Context: an optimization exercise on an open-source flow, tuned for small area, a short achievable clock period and few clock cycles per item. The choices shown serve that exercise and are no tape-out recipe. RTL that was checked went through simulation tests only; none was proved equivalent to the original. No activity file was given, so power comes from the tool's default toggle rates.

==> flow/design.v <==
package wdd_pkg;
  localparam int ValueW           = 32;
  localparam int WindowKW         = 5;
  localparam int DefaultMaxWindow = 16;
  typedef struct packed {
    logic signed [ValueW-1:0] value;
    logic                     last_item;
  } wdd_in_t;
  typedef struct packed {
    logic match_now;
    logic found_so_far;
    logic array_done;
  } wdd_out_t;
endpackage
module wdd_cell (
  input  logic                              in_window_i,
  input  logic signed [wdd_pkg::ValueW-1:0] probe_i,
  input  logic signed [wdd_pkg::ValueW-1:0] value_i,
  output logic                              hit_o
);
  assign hit_o = in_window_i && (value_i == probe_i);
endmodule
module windowed_duplicate_detector
#(
  parameter int MAX_WINDOW = wdd_pkg::DefaultMaxWindow
) (
  input  logic                clk_i,
  input  logic                rst_ni,
  input  logic                in_valid_i,
  output logic                in_stall_o,
  input  wdd_pkg::wdd_in_t             in_data_i,
  output logic                out_valid_o,
  input  logic                out_stall_i,
  output wdd_pkg::wdd_out_t            out_data_o,
  input  logic                cfg_we_i,
  input  logic [wdd_pkg::WindowKW-1:0] cfg_wdata_i
);
  localparam int N     = MAX_WINDOW;
  localparam int PhW   = (N > 16) ? 5 : (N > 8) ? 4 : (N > 4) ? 3 : (N > 2) ? 2 : 1;
  localparam int CntW  = (N > 15) ? 5 : (N > 7) ? 4 : (N > 3) ? 3 : (N > 1) ? 2 : 1;
  localparam int NGrp  = N;
  localparam int GrpSz = N / NGrp;
  localparam int QD    = 3;
  logic [N-1:0][wdd_pkg::ValueW-1:0] ring_q;
  logic [CntW-1:0]              fill_q, fill_d;
  logic [PhW-1:0]               phase_q, phase_d;
  logic [wdd_pkg::WindowKW-1:0] window_k_q, window_k_d;
  logic                         stall_q, stall_d;
  logic                         in_xfer;
  logic [N-1:0]                 in_window;
  logic [N-1:0]                 hit_vec;
  logic [NGrp-1:0]              grp_hit;
  logic [NGrp-1:0]              hit_q;
  logic                         hlast_q;
  logic                         hvalid_q;
  logic                         seen_q;
  wdd_pkg::wdd_out_t            res;
  logic [QD-1:0][2:0]           q_data, q_data_d;
  logic [QD-1:0]                q_valid, q_valid_d;
  logic                         pop;
  assign in_stall_o = stall_q;
  assign in_xfer    = in_valid_i && !stall_q;
  always_ff @(posedge clk_i) begin
    ring_q[0] <= in_xfer ? in_data_i.value : ring_q[N-1];
    for (int j = 1; j < N; j++) begin
      ring_q[j] <= ring_q[j-1];
    end
  end
  for (genvar gi = 0; gi < N; gi++) begin : g_cell
    assign in_window[gi] = (CntW'(gi) < fill_q) && (32'(gi) < 32'(window_k_q));
    wdd_cell u_cell (
      .in_window_i(in_window[gi]),
      .probe_i    (in_data_i.value),
      .value_i    (ring_q[gi]),
      .hit_o      (hit_vec[gi])
    );
  end
  for (genvar gg = 0; gg < NGrp; gg++) begin : g_grp
    assign grp_hit[gg] = |hit_vec[gg*GrpSz +: GrpSz];
  end
  always_comb begin
    fill_d  = fill_q;
    phase_d = (phase_q == PhW'(N - 1)) ? '0 : phase_q + PhW'(1);
    if (in_xfer) begin
      phase_d = '0;
      if (in_data_i.last_item) begin
        fill_d = '0;
      end else if (fill_q != CntW'(N)) begin
        fill_d = fill_q + CntW'(1);
      end
    end
  end
  always_comb begin
    if (32'(cfg_wdata_i) > N) begin
      window_k_d = wdd_pkg::WindowKW'(N);
    end else begin
      window_k_d = cfg_wdata_i;
    end
  end
  always_ff @(posedge clk_i or negedge rst_ni) begin
    if (!rst_ni) begin
      window_k_q <= '0;
    end else if (cfg_we_i) begin
      window_k_q <= window_k_d;
    end
  end
  always_ff @(posedge clk_i or negedge rst_ni) begin
    if (!rst_ni) begin
      fill_q   <= '0;
      phase_q  <= '0;
      hvalid_q <= 1'b0;
    end else begin
      fill_q   <= fill_d;
      phase_q  <= phase_d;
      hvalid_q <= in_xfer;
    end
  end
  always_ff @(posedge clk_i) begin
    hit_q   <= grp_hit;
    hlast_q <= in_data_i.last_item;
  end
  always_comb begin
    res.match_now    = |hit_q;
    res.found_so_far = seen_q || res.match_now;
    res.array_done   = hlast_q;
  end
  always_ff @(posedge clk_i or negedge rst_ni) begin
    if (!rst_ni) begin
      seen_q <= 1'b0;
    end else if (hvalid_q) begin
      seen_q <= hlast_q ? 1'b0 : res.found_so_far;
    end
  end
  assign pop = q_valid[0] && !out_stall_i;
  always_comb begin
    logic [QD-1:0] v_after;
    logic          placed;
    v_after = pop ? (q_valid >> 1) : q_valid;
    placed  = 1'b0;
    q_valid_d = v_after;
    for (int e = 0; e < QD; e++) begin
      q_data_d[e] = (pop && e < QD - 1) ? q_data[(e < QD - 1) ? e + 1 : e] : q_data[e];
      if (hvalid_q && !placed && !v_after[e]) begin
        q_data_d[e]  = res;
        q_valid_d[e] = 1'b1;
        placed       = 1'b1;
      end
    end
  end
  always_ff @(posedge clk_i or negedge rst_ni) begin
    if (!rst_ni) begin
      q_valid <= '0;
    end else begin
      q_valid <= q_valid_d;
    end
  end
  always_ff @(posedge clk_i) begin
    for (int e = 0; e < QD; e++) begin
      q_data[e] <= q_data_d[e];
    end
  end
  assign stall_d = q_valid_d[QD-1] || (q_valid_d[QD-2] && in_xfer) ||
                   ((fill_d != '0) && (phase_d != '0));
  always_ff @(posedge clk_i or negedge rst_ni) begin
    if (!rst_ni) begin
      stall_q <= 1'b0;
    end else begin
      stall_q <= stall_d;
    end
  end
  assign out_valid_o = q_valid[0];
  assign out_data_o  = q_data[0];
endmodule
module wdd_top (
  input  logic        clk_i,
  input  logic        rst_ni,
  input  logic        in_valid_i,
  output logic        in_stall_o,
  input  logic [31:0] in_value_i,
  input  logic        in_last_i,
  output logic        out_valid_o,
  input  logic        out_stall_i,
  output logic        out_match_now_o,
  output logic        out_found_so_far_o,
  output logic        out_array_done_o,
  input  logic        cfg_we_i,
  input  logic [4:0]  cfg_wdata_i
);
  wdd_pkg::wdd_in_t  in_data;
  wdd_pkg::wdd_out_t out_data;
  assign in_data.value     = in_value_i;
  assign in_data.last_item = in_last_i;
  windowed_duplicate_detector u_wdd (
    .clk_i(clk_i), .rst_ni(rst_ni),
    .in_valid_i(in_valid_i), .in_stall_o(in_stall_o), .in_data_i(in_data),
    .out_valid_o(out_valid_o), .out_stall_i(out_stall_i), .out_data_o(out_data),
    .cfg_we_i(cfg_we_i), .cfg_wdata_i(cfg_wdata_i)
  );
  assign out_match_now_o    = out_data.match_now;
  assign out_found_so_far_o = out_data.found_so_far;
  assign out_array_done_o   = out_data.array_done;
endmodule
Settings: LEC_CHECK=0, CAP_MARGIN=20, CORE_MARGIN=2, CORE_UTILIZATION=40, CTS_CLUSTER_DIAMETER=90, CTS_CLUSTER_SIZE=30, SETUP_SLACK_MARGIN=2.0, SLEW_MARGIN=20; clock period 4.0 ns.
standard.sh (not shown) runs the stock make flow with config.mk's settings and CLKGATE_MAP_FILE= SYNTH_SCRIPT=/design/flow/synth_recipe.tcl, a recipe that flattens the netlist after the stock synthesis.
==> flow/flow/run.sh <==
#!/bin/bash
# The standard layout (the standard.sh, unchanged synthesis, floorplan,
# power grid and tap cells), with two placement/repair settings changed:
#  - the port buffers are plain buf_2 cells instead of the delay-buffer cell
#    buffer_ports picks by default (every port still gets its own buffer);
#  - gate sizing may swap a cell for one with a different footprint.
# The full output of the run goes to standard.log in this folder.
set -o pipefail
bash standard.sh \
  BUFFER_PORTS_ARGS="-buffer_cell sky130_fd_sc_hd__buf_2" \
  MATCH_CELL_FOOTPRINT=0 \
  finish > standard.log 2>&1
Testbench counts at the start, summed over its fixed seeds: cycles 16,795, items 16,384.
Change:
--- a/flow/design.v
+++ b/flow/design.v
@@ -44,13 +44,14 @@
   logic [N-1:0][wdd_pkg::ValueW-1:0] ring_q;
   logic [CntW-1:0]              fill_q, fill_d;
   logic [PhW-1:0]               phase_q, phase_d;
   logic [wdd_pkg::WindowKW-1:0] window_k_q, window_k_d;
   logic                         stall_q, stall_d;
   logic                         in_xfer;
-  logic [N-1:0]                 in_window;
+  logic [N-1:0]                 in_window, in_window_d;
+  logic [wdd_pkg::WindowKW-1:0] window_next;
   logic [N-1:0]                 hit_vec;
   logic [NGrp-1:0]              grp_hit;
   logic [NGrp-1:0]              hit_q;
   logic                         hlast_q;
   logic                         hvalid_q;
   logic                         seen_q;
@@ -63,14 +64,15 @@
   always_ff @(posedge clk_i) begin
     ring_q[0] <= in_xfer ? in_data_i.value : ring_q[N-1];
     for (int j = 1; j < N; j++) begin
       ring_q[j] <= ring_q[j-1];
     end
   end
+  assign window_next = cfg_we_i ? window_k_d : window_k_q;
   for (genvar gi = 0; gi < N; gi++) begin : g_cell
-    assign in_window[gi] = (CntW'(gi) < fill_q) && (32'(gi) < 32'(window_k_q));
+    assign in_window_d[gi] = (CntW'(gi) < fill_d) && (32'(gi) < 32'(window_next));
     wdd_cell u_cell (
       .in_window_i(in_window[gi]),
       .probe_i    (in_data_i.value),
       .value_i    (ring_q[gi]),
       .hit_o      (hit_vec[gi])
     );
@@ -110,12 +112,19 @@
       phase_q  <= '0;
       hvalid_q <= 1'b0;
     end else begin
       fill_q   <= fill_d;
       phase_q  <= phase_d;
       hvalid_q <= in_xfer;
+    end
+  end
+  always_ff @(posedge clk_i or negedge rst_ni) begin
+    if (!rst_ni) begin
+      in_window <= '0;
+    end else begin
+      in_window <= in_window_d;
     end
   end
   always_ff @(posedge clk_i) begin
     hit_q   <= grp_hit;
     hlast_q <= in_data_i.last_item;
   end
Effect: Core utilization falls by 0.54 points. Cell count goes up by 2.0%. Routed wire length came out lower by 1.2%. Via count increases by 1.7%. Synthesized area is higher by 3.1%. Power climbs by 8.9%. Worst hold slack gains 140 ps.
Function not checked in the second run of this note: the RTL went through the layout flow alone.

-- re-timing with driven ports --
The results above use ideal ports. As a check the final layouts listed here were re-extracted and re-timed, cells and wires unchanged. Step 1 assumes that a clkbuf_16 drives the clock port and a buf_2 every other input. Step 2 times the ports against the registers' clock, not the clock port: input delays grow and output delays shrink by t, the midpoint of the rising clock arrivals with the driver on. Three values: ideal, step 1, step 2; two values: the first two.
run	t, ns	setup WS [ns]	worst setup path at the end	cell pins on the clock port's net
the first run	0.635	1.945 / 1.945 / 1.396	input to register	1
the second run	0.627	1.965 / 1.965 / 1.439	input to register	1
After both steps every run listed still meets setup and hold. For the first run, which loses most, drivers alone change the setup slack by 0.000 ns; drivers and shift together by -0.549 ns.
